What follows belongs to an exercise in optimizing a design on an open flow for small area; a production flow would make more cautious choices.
For this run, only the layout was checked, not whether the RTL still works.
Power is estimated from default activity; no workload was simulated.

==> design/flow/design.v <==
package puf_chal_pkg;
    typedef enum logic [1:0] {StWarmup, StLoad, StServe} disp_state_t;
    localparam int unsigned DefRngW   = 1024;
    localparam int unsigned DefChalW  = 64;
    localparam int unsigned DefNumReq = 4;
    function automatic integer slices(input integer rng_w, input integer chal_w);
        slices = rng_w / chal_w;
    endfunction
endpackage
module puf_rr_arbiter #(
    parameter int unsigned NUM_REQ = 4,
    parameter int unsigned IDW     = $clog2(NUM_REQ)
) (
    input  logic [NUM_REQ-1:0] req_i,
    input  logic [IDW-1:0]     rr_ptr_i,
    output logic               any_o,
    output logic [IDW-1:0]     idx_o,
    output logic [NUM_REQ-1:0] onehot_o
);
    int unsigned j;
    always_comb begin
        any_o    = 1'b0;
        idx_o    = '0;
        onehot_o = '0;
        j        = 0;
        for (int unsigned k = 0; k < NUM_REQ; k++) begin
            j = (int'(rr_ptr_i) + k) % NUM_REQ;
            if (!any_o && req_i[j]) begin
                any_o       = 1'b1;
                idx_o       = IDW'(j);
                onehot_o[j] = 1'b1;
            end
        end
    end
endmodule
module puf_chal_dispatcher #(
    parameter int unsigned NUM_REQ = puf_chal_pkg::DefNumReq,
    parameter int unsigned CHAL_W  = puf_chal_pkg::DefChalW,
    parameter int unsigned RNG_W   = puf_chal_pkg::DefRngW,
    parameter int unsigned WARMUP  = 16
) (
    input  logic                       clk,
    input  logic                       reset,
    input  logic [RNG_W-1:0]           rng_word,
    input  logic [NUM_REQ-1:0]         req,
    output logic [NUM_REQ-1:0]         gnt,
    output logic [CHAL_W-1:0]          chal,
    output logic                       chal_valid,
    output logic [$clog2(NUM_REQ)-1:0] chal_id,
    output logic                       ready
);
    localparam int unsigned SLICES = puf_chal_pkg::slices(RNG_W, CHAL_W);
    localparam int unsigned IDW    = $clog2(NUM_REQ);
    localparam int unsigned SIW    = (SLICES > 1) ? $clog2(SLICES) : 1;
    localparam int unsigned WCW    = $clog2(WARMUP + 1);
    puf_chal_pkg::disp_state_t        state_q, state_d;
    logic [WCW-1:0]     warm_cnt_q, warm_cnt_d;
    logic [RNG_W-1:0]   hold_q, hold_d;
    logic [SIW-1:0]     slice_idx_q, slice_idx_d;
    logic [IDW-1:0]     rr_ptr_q, rr_ptr_d;
    logic [NUM_REQ-1:0] gnt_q, gnt_d;
    logic [CHAL_W-1:0]  chal_q, chal_d;
    logic               valid_q, valid_d;
    logic [IDW-1:0]     id_q, id_d;
    logic               arb_any;
    logic [IDW-1:0]     arb_idx;
    logic [NUM_REQ-1:0] arb_onehot;
    puf_rr_arbiter #(
        .NUM_REQ (NUM_REQ)
    ) u_arb (
        .req_i    (req),
        .rr_ptr_i (rr_ptr_q),
        .any_o    (arb_any),
        .idx_o    (arb_idx),
        .onehot_o (arb_onehot)
    );
    always_comb begin
        state_d     = state_q;
        warm_cnt_d  = warm_cnt_q;
        hold_d      = hold_q;
        slice_idx_d = slice_idx_q;
        rr_ptr_d    = rr_ptr_q;
        gnt_d       = '0;
        valid_d     = 1'b0;
        chal_d      = chal_q;
        id_d        = id_q;
        unique case (state_q)
            puf_chal_pkg::StWarmup: begin
                warm_cnt_d = warm_cnt_q + WCW'(1);
                if (warm_cnt_q == WCW'(WARMUP - 1)) begin
                    state_d = puf_chal_pkg::StLoad;
                end
            end
            puf_chal_pkg::StLoad: begin
                hold_d      = rng_word;
                slice_idx_d = '0;
                state_d     = puf_chal_pkg::StServe;
            end
            puf_chal_pkg::StServe: begin
                if (arb_any) begin
                    gnt_d    = arb_onehot;
                    valid_d  = 1'b1;
                    chal_d   = hold_q[slice_idx_q*CHAL_W +: CHAL_W];
                    id_d     = arb_idx;
                    rr_ptr_d = (arb_idx == IDW'(NUM_REQ - 1)) ? '0 : arb_idx + IDW'(1);
                    if (slice_idx_q == SIW'(SLICES - 1)) begin
                        state_d = puf_chal_pkg::StLoad;
                    end else begin
                        slice_idx_d = slice_idx_q + SIW'(1);
                    end
                end
            end
            default: state_d = puf_chal_pkg::StWarmup;
        endcase
    end
    always_ff @(posedge clk or negedge reset) begin
        if (!reset) begin
            state_q     <= puf_chal_pkg::StWarmup;
            warm_cnt_q  <= '0;
            hold_q      <= '0;
            slice_idx_q <= '0;
            rr_ptr_q    <= '0;
            gnt_q       <= '0;
            valid_q     <= 1'b0;
            chal_q      <= '0;
            id_q        <= '0;
        end else begin
            state_q     <= state_d;
            warm_cnt_q  <= warm_cnt_d;
            hold_q      <= hold_d;
            slice_idx_q <= slice_idx_d;
            rr_ptr_q    <= rr_ptr_d;
            gnt_q       <= gnt_d;
            valid_q     <= valid_d;
            chal_q      <= chal_d;
            id_q        <= id_d;
        end
    end
    assign gnt        = gnt_q;
    assign chal       = chal_q;
    assign chal_valid = valid_q;
    assign chal_id    = id_q;
    assign ready      = (state_q == puf_chal_pkg::StServe);
endmodule
==> design/flow/run.sh <==
#!/bin/bash
# synth_recipe.tcl (not shown) runs the flow's synth.tcl, then flattens the netlist and writes it again
# the make line also repeats each setting of config.mk as NAME=value (left out here)
make -C /OpenROAD-flow-scripts/flow DESIGN_CONFIG=/design/flow/config.mk WORK_HOME=/design/flow/orfs CLKGATE_MAP_FILE= SYNTH_SCRIPT=/design/flow/synth_recipe.tcl finish
==> design/flow/config.mk <==
export PLATFORM = sky130hd
export DESIGN_NAME = puf_chal_dispatcher
export DESIGN_NICKNAME = puf_chal_dispatcher
export VERILOG_FILES = /design/flow/design.v
export SDC_FILE = /design/flow/constraint.sdc
export NUM_CORES = 4
export LEC_CHECK = 0
export CAP_MARGIN = 20
export CORE_MARGIN = 2
export CORE_UTILIZATION = 40
export SLEW_MARGIN = 20
==> design/flow/constraint.sdc <==
create_clock -name core_clock -period 5.0 [get_ports {clk}]
set_input_delay 1.0000 -clock core_clock [delete_from_list [all_inputs] [get_ports {clk}]]
set_output_delay 1.0000 -clock core_clock [all_outputs]
set_load 0.01 [all_outputs]
==> key figures <==
Outcome
  – Status: finished clean

Routing
  – Total Wirelength: 167.1 mm
  – Vias per cell: 5.361
  – 1st-pass router iterations: 5
  – Drt first-iter violations: 1881
  – Post-route antenna net violation count: 0
  – Vias: 31030
  – Residual DRC: 0
  – Wirelength per Cell: 28.87 um

CTS
  – Cts bufs inserted: 132
  – Clock slew at reported path FFs: 0.06 ns
  – Clock Sinks: 1108
  – Gates resized, CTS repair: 0
  – Setup Fix Bufs, Post-CTS: 0
  – Post-CTS Hold Buffers: 0
  – Insertion delay of the later-clocked pin in the worst-skew pair: 0.76 ns
  – CTS tree: built
  – Maximum buffer depth of the clock tree: 3
  – # H-tree levels: 4
  – Clock Root Buffer: clkbuf_16

Power
  – Pleak: 26.17 nW
  – IR drop worst, VDD: 381.4 uV
  – PD cells: 617.1 nW/um^2

Synthesis
  – Most frequent cells after synthesis: 1108 x dfrtp_1, 1025 x mux2_2, 322 x mux4_2
  – Syn_nets: 3984
  – Cells after synthesis: 2947
  – FFs w/ async S/R, synth: 100.0%
  – Synthesized flop and latch total: 1108
  – Largest cells by area after synthesis: dfrtp_1 57%, mux2_2 24%, mux4_2 15%, nand2_1 1.6%, clkbuf_1 0.91%
  – Syn. warnings: 2
  – Cell Area, Synth: 48830 um^2
  – Top_reg_cell synth: dfrtp_1
  – Count leader, synth: dfrtp_1
  – Seq/Total Area, Yosys: 56.78%
  – Cell taking the most area after synthesis: dfrtp_1
  – Mean post-synth cell area: 16.57 um^2
  – Post-synth EDFFs: 0
  – Library cells used by synthesis: 39
  – Top-area cell type share of the netlist area: 56.78%

Timing
  – Final Worst Setup Slack: 1.830 ns
  – Clk_skew: 0.02400 ns
  – Least-Margin Pin Slew: 1.086 ns
  – Tmin final: 3.170 ns
  – Fin crit share: 63.40%
  – RSZ-0062 raised after global routing: false
  – Max-slew violations: 0
  – Slew HR: 27.46%
  – Max Clk Rate: 315.4 MHz
  – Final setup viols: 0
  – Final hold violation count: 0
  – Setup TNS Final: 0 ns

Die
  – Die span in x: 353.4 um
  – Starting density of the core: 40.22%
  – Core area: 121400 um^2
  – Die ar.: 124900 um^2
  – Die Ht: 353.4 um
  – Row cnt: 128
  – IO Count: 1102

Worst setup path
  – Worst-path maximum fanout: 5
  – Start-to-end type of the worst setup path: reg2out
  – Data required, critical path: 4.00 ns
  – Worst r2r dst: chal_q[46]$_DFFE_PN0P_
  – R2R Setup Slk: 2.13 ns
  – R2R depth: 5
  – Reg2reg start: slice_idx_q[0]$_DFFE_PN0P_
  – Arrival time worst endpoint: 2.17 ns
  – Critical Path Start Type: flip-flop
  – Setup crit end kind: primary output

Global routing
  – Total Routing Usage GR: 26.72%
  – Largest net degree at the start of global routing: 129
  – Vias in the first global route: 32730
  – Gr ovfl total: 0
  – First-pass GRT wire length: 239.6 mm
  – Initial antenna violation count: 100

Layout
  – Final nets: 5067
  – Layout cells sized above 1: 38.86%
  – Finished Layout Cells: 5789
  – Area growth syn-to-layout: 35.56%

Placement
  – IO buf count: 1101
  – Final GP Congestion: 0.8484
  – Placed cells: 5521
  – Detailed Place HPWL: 124.2 mm
  – Dpl ws: 1.276 ns

Worst hold path
  – Hold WC Path Type: in2async

Run
  – Maxcap violations: 0
==> worst max-delay path by stage <==
stage,cells after the start,end,startpoint,slack (ns)
after global routing,3,ready,state_q[0]$_DFFE_PN0P_,1.72
after global placement,7,chal_q[40]$_DFFE_PN0P_,req[1],1.29
final,3,ready,state_q[0]$_DFFE_PN0P_,1.83
after CTS,3,ready,state_q[0]$_DFFE_PN0P_,1.71
after detailed placement,7,chal_q[42]$_DFFE_PN0P_,req[1],1.28
after floorplan,7,rr_ptr_q[1]$_DFFE_PN0P_,req[3],2.47
==> state kept, by name, summed over array words and instances, names as in the netlist, named ones only <==
register,count
rr_ptr_q,1
chal_q,64
gnt_q,4
hold_q,1024
valid_q,1
state_q,2
id_q,2
slice_idx_q,4
warm_cnt_q,5
==> kinds of logic after synthesis <==
logic type / Yosys count / share of synthesized area [%]
flops: 1108 / 56.78
mux: 1352 / 38.59
buf+inv: 212 / 2.024
fa+ha+maj: 7 / 0.1794
compound gates: 29 / 0.4176
simple gates: 234 / 1.917
xor+xnor: 5 / 0.08970
==> where the power goes <==
group	switching (mW)	leakage [nW]	internal, mW
sequential	2.85	12.9	13.6
clock	3.87	2.13	5.75
combinational	5.55	11.1	9.22
==> worst max-delay path, stage by stage (launching register included) <==
cell and delay (ns):
dfrtp_1 0.40, nand2b_1 0.16, inv_1 0.21, clkdlybuf4s50_1 0.64
==> cells in the final DEF, fill, tap and decap left out, drive strengths merged, types with 2 or more instances in the layout <==
| cell type | synthesis | routed |
|---|---|---|
| dfrtp | 1108 | 1108 |
| clkdlybuf4s50 | 0 | 1100 |
| mux2 | 1025 | 1025 |
| mux4 | 322 | 322 |
| clkbuf | 119 | 207 |
| nand2 | 205 | 205 |
| buf | 87 | 55 |
| diode | 0 | 39 |
| inv | 6 | 13 |
| clkinv | 0 | 11 |
| nor2 | 9 | 9 |
| ha | 7 | 7 |
| o21ai | 6 | 6 |
| a21oi | 5 | 5 |
| mux2i | 5 | 5 |
| a22oi | 5 | 5 |
| nand2b | 5 | 5 |
| a221oi | 4 | 4 |
| bufinv | 0 | 4 |
| xnor2 | 3 | 3 |
| and3 | 2 | 2 |
| a211oi | 2 | 2 |
| nand3 | 2 | 2 |
| nor3 | 2 | 2 |
| nor2b | 2 | 2 |
| o21bai | 2 | 2 |
| a22o | 2 | 2 |
| a32o | 2 | 2 |
| xor2 | 2 | 2 |
==> through the flow <==
stage	utilization, %	instance area (um^2)	total power, mW	hold slack (ns)
2_1_floorplan	-	48830	26.07	0.4329
3_3_place_gp	50.89	61770	31.21	0.4565
3_5_place_dp	50.89	61770	31.54	0.4617
4_1_cts	54.45	66100	41.33	0.2672
5_1_grt	54.51	66170	43.11	0.2762
6_report	54.53	66200	40.85	0.2420
==> layer usage <==
layer,vias to the layer above,track usage (%),wire (um)
li1,13220,-,-
met1,16410,32.97,65570
met2,1008,44.97,84250
met3,314,7.876,12060
met4,80,8.834,4734
met5,-,0,524
==> area by class of cell <==
cell class	instances	area [um^2]
clock inverter	22	281.5
tap	1625	2033
multi-input combinational	1627	20130
sequential	1108	27740
timing repair buffer	1155	11840
antenna	39	97.59
clock buffer	207	4043
inverter	6	25.02
fill	9984	55200

[separate check: timing with driven ports]
The flow's constraints put no driver on any port. The routed layout listed below was extracted and timed again, unchanged, in two steps. Step 1: set_driving_cell puts a clkbuf_16 on clk and a buf_2 on each other input, an assumption about the parent block. Step 2 also shifts input and output timing later by t, the mid clock arrival at the registers, as if the neighbouring blocks saw the same clock. Slacks: ideal / step 1 / step 2; pairs: ideal / step 1.
t, ns: 0.831
setup slack, ns: 1.830 / 1.752 / 1.397
worst setup path at the end: input to register
clock arrival spread, ns: 0.031 / 0.032
After both steps this run still meets setup and hold. The setup slack of this run moves by -0.078 ns with the drivers and by -0.433 ns with both steps.
